From an optimization exercise on the open Yosys and OpenROAD flow, aimed at small area, a short achievable clock period and few clock cycles per item; shortcuts taken in it are not production practice. In this exercise RTL edits were held to simulation tests only and were not proved equivalent to the original. Power figures rest on the tool's default switching activity, not on a simulated workload.

run a:
// int_float_compare_bitmask_packer
module int_float_compare_bitmask_packer (
   input  logic        clock,
   input  logic        reset,
   input  logic        req_valid,
   output logic        req_ready,
   input  logic [63:0] req_int_elem,
   input  logic [63:0] req_float_bits,
   input  logic        req_last_item,
   output logic        rsp_valid,
   input  logic        rsp_ready,
   output logic [63:0] rsp_mask_word,
   output logic [6:0]  rsp_valid_bits,
   output logic        rsp_final_word,
   input  logic        csr_valid,
   output logic        csr_ready,
   input  logic [1:0]  csr_index,
   input  logic [63:0] csr_data
);
export LEC_CHECK = 0
export CAP_MARGIN = 20
export CORE_MARGIN = 2
export CORE_UTILIZATION = 40
export SLEW_MARGIN = 20
create_clock -name core_clock -period 13.0 [get_ports {clock}]
standard.sh (not shown) runs the stock make flow with config.mk's settings and CLKGATE_MAP_FILE= SYNTH_SCRIPT=/design/flow/synth_recipe.tcl, a recipe that flattens the netlist after the stock synthesis.
==> flow/flow/run.sh <==
#!/bin/bash
set -euo pipefail
bash standard.sh SETUP_SLACK_MARGIN=8.5 finish > standard.log 2>&1
Testbench counts of run a, summed over its fixed seeds: cycles 16,396, items 16,012.
## Diff of input files: run b against run a
==> flow/flow/run.sh <==
#!/bin/bash
set -euo pipefail
bash standard.sh SETUP_SLACK_MARGIN=8.5 ADDER_MAP_FILE= finish > standard.log 2>&1
Notes after the runs:
- Compared to run a, run b was floorplanned on a smaller die.
- Run b vs run a, combined buffer and inverter count along the critical path went down by 2.
- Diff run a -> run b: routed length per instance shows an increase of 0.97 um, final clock period utilization by the worst path shows a reduction of 3.0 points.
- Taking run a as the reference, in run b post-synthesis cell type count saw a decrease; placement-stage cell area saw a decrease; post-layout minimum cycle time saw a decrease; longest individual stage delay on the worst path saw an increase; area of the mapped netlist saw a decrease.
- Run b against run a: floorplan core area went down by about 2.3%, largest net degree at the start of global routing went down by 10.

* * *

## job 9300
int_float_compare_bitmask_packer, a different RTL version from the one above (not shown whole).
Size: roughly 2400 cells after synthesis, ~270 flip-flops, roughly 280 I/O pins.
==> flow/config.mk <==
export PLATFORM = sky130hd
export DESIGN_NAME = int_float_compare_bitmask_packer
export DESIGN_NICKNAME = int_float_compare_bitmask_packer
export VERILOG_FILES = /design/flow/design.v
export SDC_FILE = /design/flow/constraint.sdc
export NUM_CORES = 4
export LEC_CHECK = 0
export ABC_AREA = 1
export ABC_CLOCK_PERIOD_IN_PS = 3500
export CAP_MARGIN = 20
export CORE_MARGIN = 2
export CORE_UTILIZATION = 55
export CTS_CLUSTER_DIAMETER = 100
export CTS_CLUSTER_SIZE = 30
export SLEW_MARGIN = 20
==> flow/constraint.sdc <==
create_clock -name core_clock -period 13.0 [get_ports {clock}]
set_input_delay 2.6000 -clock core_clock [delete_from_list [all_inputs] [get_ports {clock}]]
set_output_delay 2.6000 -clock core_clock [all_outputs]
set_load 0.01 [all_outputs]
==> flow/flow/run.sh <==
#!/bin/bash
set -euo pipefail
bash standard.sh SETUP_SLACK_MARGIN=9.2 ADDER_MAP_FILE= \
   "BUFFER_PORTS_ARGS=-buffer_cell sky130_fd_sc_hd__buf_1" finish > standard.log 2>&1
Testbench counts of job 9300, summed over its fixed seeds: cycles 16,396, items 16,012.
Changes in job 3542 relative to job 9300:
Settings: ABC_AREA no longer set, was 1; ABC_CLOCK_PERIOD_IN_PS no longer set, was 3500.
==> flow/flow/run.sh <==
#!/bin/bash
set -euo pipefail
bash standard.sh SETUP_SLACK_MARGIN=9.1 ADDER_MAP_FILE= \
   "BUFFER_PORTS_ARGS=-buffer_cell sky130_fd_sc_hd__buf_1" finish > standard.log 2>&1
## What came out
Job 3542 completed every stage of the flow, and the final layout passed the timing, design-rule and antenna checks. Between job 9300 and job 3542, share of power burned in combinational logic decreased. Looking at logic depth of the worst path, buffers included across job 3542 and job 9300, the one that comes out higher is job 3542. Job 3542 ends up with a wire length of the first global-routing pass that is about 1.1% lower than in job 9300. Relative to job 9300, the hold slack of job 3542 is higher by 3.3 ps. When job 3542 is measured against job 9300, its starting DRC count in detailed routing turns out about 24% lower. Cell count: job 3542 lower than job 9300.
Relative to job 3542, the following input files were edited for job 3476:
Settings: ABC_CLOCK_PERIOD_IN_PS newly set to 3500; ABC_AREA newly set to 1.
[summary]
Between job 3476 and job 3542, the wire length of the first global-routing pass is higher for job 3476. Job 3476 ended up with a higher synthesized cell count than job 3542 did. In job 3476 relative to job 3542, power had gone up by more than a quarter. Per the comparison of job 3476 with job 3542, proportion of power drawn by combinational gates went up 9.7 points, critical path depth decreased by 10 relative to the old numbers, average instance area after synthesis has decreased, combinational power now sits higher.

* * *

Another version of the RTL of int_float_compare_bitmask_packer (not shown whole).
Size: about 2600 cells after synthesis, roughly 270 flip-flops, ~280 I/O pins.
export LEC_CHECK = 0
export ABC_AREA = 1
export ABC_CLOCK_PERIOD_IN_PS = 3500
export CAP_MARGIN = 20
export CORE_MARGIN = 2
export CORE_UTILIZATION = 55
export CTS_CLUSTER_DIAMETER = 100
export CTS_CLUSTER_SIZE = 30
export SLEW_MARGIN = 20
create_clock -name core_clock -period 13.0 [get_ports {clock}]
==> flow/flow/run.sh <==
#!/bin/bash
set -euo pipefail
bash standard.sh SETUP_SLACK_MARGIN=8.95 ADDER_MAP_FILE= \
   "BUFFER_PORTS_ARGS=-buffer_cell sky130_fd_sc_hd__buf_1" finish > standard.log 2>&1
Testbench counts at the start, summed over its fixed seeds: cycles 16,396, items 16,012.
Next try:
==> flow/flow/run.sh (replaced) <==
#!/bin/bash
set -euo pipefail
bash standard.sh SETUP_SLACK_MARGIN=9.1 ADDER_MAP_FILE= \
   "BUFFER_PORTS_ARGS=-buffer_cell sky130_fd_sc_hd__buf_1" finish > standard.log 2>&1
ABC_AREA = not set   (was 1)
ABC_CLOCK_PERIOD_IN_PS = not set   (was 3500)
CORE_UTILIZATION = 60   (was 55)
Outcome: The changed run completed without violations; via count goes down by 3.2%; critical path depth goes up by 12; total power fell by 4.5%; setup slack gains 85 ps; cell area increases by 3.0%; global-route usage came out higher by 5.0 points; synthesized area hardly moves.
Next try:
ABC_AREA = 1   (was not set)
CORE_UTILIZATION = 55   (was 60)
CTS_CLUSTER_DIAMETER = not set   (was 100)
CTS_CLUSTER_SIZE = not set   (was 30)
The changed run completed without violations.
Power climbs by 20%.
Routed wire length came out lower by 6.9%.
First-iteration DRC count shrinks by 18%.
Non-clock buffer count falls by 28.
Design area is higher by 0.52%.
Core utilization goes down by 4.5 points.
Area after synthesis is about the same.
Fmax climbs by about 1.4%.
Cell count increases by about 22%.
Via count rises by 4.2%.
Die area rose by about 9%.
Next try:
ABC_AREA = not set   (was 1)
CORE_UTILIZATION = 68   (was 55)
CTS_CLUSTER_DIAMETER = 100   (was not set)
CTS_CLUSTER_SIZE = 30   (was not set)
Outcome: Core utilization increases by 13 points; total power decreases by about a fifth; flip-flop and latch count is unchanged; critical path depth increases by 11; hold slack is better by 4.7 ps; die area decreases by about a fifth; design area decreases slightly; cell count decreases by about a fifth; area after synthesis barely changes; worst setup slack is worse by 42 ps; sequential share of layout area increases by 0.40 points.

* * *

sierra:
int_float_compare_bitmask_packer again, from the RTL that the note above started with.
==> flow/config.mk <==
export PLATFORM = sky130hd
export DESIGN_NAME = int_float_compare_bitmask_packer
export DESIGN_NICKNAME = int_float_compare_bitmask_packer
export VERILOG_FILES = /design/flow/design.v
export SDC_FILE = /design/flow/constraint.sdc
export NUM_CORES = 4
export LEC_CHECK = 0
export CAP_MARGIN = 20
export CORE_MARGIN = 2
export CORE_UTILIZATION = 55
export CTS_CLUSTER_DIAMETER = 100
export CTS_CLUSTER_SIZE = 30
export SLEW_MARGIN = 20
==> flow/constraint.sdc <==
create_clock -name core_clock -period 13.0 [get_ports {clock}]
set_input_delay 2.6000 -clock core_clock [delete_from_list [all_inputs] [get_ports {clock}]]
set_output_delay 2.6000 -clock core_clock [all_outputs]
set_load 0.01 [all_outputs]
==> flow/flow/run.sh <==
#!/bin/bash
set -euo pipefail
bash standard.sh SETUP_SLACK_MARGIN=9.25 ADDER_MAP_FILE= \
   "BUFFER_PORTS_ARGS=-buffer_cell sky130_fd_sc_hd__buf_1" finish > standard.log 2>&1
Testbench counts of sierra, summed over its fixed seeds: cycles 16,396, items 16,012.
Setup changes, sierra to cedar
==> flow/flow/run.sh <==
#!/bin/bash
set -euo pipefail
bash standard.sh SETUP_SLACK_MARGIN=9.1 ADDER_MAP_FILE= \
   "BUFFER_PORTS_ARGS=-buffer_cell sky130_fd_sc_hd__buf_1" finish > standard.log 2>&1
==> comparison <==
- Wire length after detailed routing went up slightly going from sierra to cedar.
- Number of optimization iterations in the first detailed-route pass came out exactly the same in sierra and cedar.
- Status: number of placed I/O pins parity (sierra, cedar)
- Going from sierra to cedar, worst setup slack went down 120 ps, data-path buffer share of cell area in the final layout went down 0.74 points, number of design-rule violations left by the first detailed-router iteration went down 12%, routed metal-1 wirelength held.
- On wire length of the first global-routing pass, sierra and cedar are neck and neck.
- cedar vs sierra — total power dropped 0.96%.
- Worst hold slack delta (cedar − sierra): favourable
- Looking only at number of gates resized after CTS, and setting everything else aside, the lower value of sierra and cedar goes to cedar.
What harbor does differently from cedar at the input level:
- putting ABC_CLOCK_PERIOD_IN_PS at 3500 where nothing was set
- putting ABC_AREA at 1 where nothing was set
==> summary.txt <==
- harbor: no failed stages, no open violations at the end
- Going from cedar to harbor, reported sequential group power held steady; cell count grew by 532; sequential share of layout area grew by 0.90 points; routability congestion estimate grew by 1.7%; global-route wire length before repair shrank by 7.3%.
- Compared with cedar, harbor shows a critical path depth that is 10 lower.
- Re required time of the critical path: cedar was higher than harbor.

* * *

Another version of the RTL of int_float_compare_bitmask_packer (not shown whole).
Size in the first run: roughly 2000 cells after synthesis, roughly 270 flip-flops, roughly 280 I/O pins, ~18000 um2 of cells after synthesis.
clock: 13.0 ns
lec_check: 0
cap_margin: 20
core_margin: 2
core_utilization: 55
cts_cluster_diameter: 100
cts_cluster_size: 30
slew_margin: 20
==> flow/flow/run.sh <==
#!/bin/bash
set -euo pipefail
bash standard.sh SETUP_SLACK_MARGIN=9.4 ADDER_MAP_FILE= \
   "BUFFER_PORTS_ARGS=-buffer_cell sky130_fd_sc_hd__buf_1" finish > standard.log 2>&1
The baseline completed with no timing, DRC or antenna violations.
Testbench counts at the start, summed over its fixed seeds: cycles 16,396, items 16,012.
Rerun with:
==> flow/flow/run.sh (replaced) <==
#!/bin/bash
set -euo pipefail
bash standard.sh SETUP_SLACK_MARGIN=9.1 ADDER_MAP_FILE= \
   "BUFFER_PORTS_ARGS=-buffer_cell sky130_fd_sc_hd__buf_1" finish > standard.log 2>&1
Effect: Power falls by 3.7%; critical path depth stays the same; area after synthesis does not change.
Rerun with:
Settings changed: CTS_BUF_LIST set to sky130_fd_sc_hd__clkbuf_4 sky130_fd_sc_hd__clkbuf_8, CTS_CLUSTER_DIAMETER 100 to unset, CTS_CLUSTER_SIZE 30 to unset.
The changed run went through all stages and came out clean.
Area after synthesis is unchanged.
Design area rose by a few percent.
Clock-buffer cell count rose by 46.
Wire length rose slightly.
Global-route usage rose by 0.75 points.
Power rose by about a fifth.
Final cell count rose by a few percent.

[afterwards: timing with drivers on the ports]
How much do the figures lean on ideal ports? The routed layouts below were timed once more, with nothing changed but the port constraints.
Step 1, drivers: a clkbuf_16 drives clock and a buf_2 each remaining input, both assumed.
Step 2 adds t to the input delays and takes it off the output delays; t is the mean of the earliest and latest rising clock arrival at the registers after step 1. Input paths then give back, and output paths get back, about the clock's delay inside the block.
a / b / c = ideal ports / drivers / drivers and shift; a / b = the first two.
run	shift t [ns]	setup slack, ns	worst data-port slew with drivers (ns)
run a	0.643	8.165 / 8.165 / 8.048	0.09
run b	0.644	8.549 / 8.494 / 8.123	0.10
job 9300	0.554	9.234 / 9.181 / 8.808	0.07
job 3542	0.558	9.048 / 9.048 / 8.681	0.08
job 3476	0.554	9.190 / 9.137 / 8.785	0.06
the first run of note 3	0.550	9.017 / 8.967 / 8.609	0.09
the second run of note 3	0.551	9.101 / 9.101 / 8.674	0.06
the third run of note 3	0.621	9.153 / 9.099 / 8.608	0.10
the fourth run of note 3	0.552	9.112 / 9.112 / 8.680	0.06
sierra	0.553	9.250 / 9.207 / 8.830	0.07
cedar	0.564	9.130 / 9.130 / 8.677	0.07
harbor	0.556	9.195 / 9.140 / 8.704	0.09
the first run of note 5	0.549	9.302 / 9.249 / 8.905	0.06
the second run of note 5	0.552	9.190 / 9.139 / 8.687	0.06
the third run of note 5	0.625	9.138 / 9.118 / 8.623	0.07
After both steps every run listed still meets setup and hold. The setup slack of the third run of note 3, which loses most, moves by -0.054 ns with the drivers and by -0.545 ns with both steps.
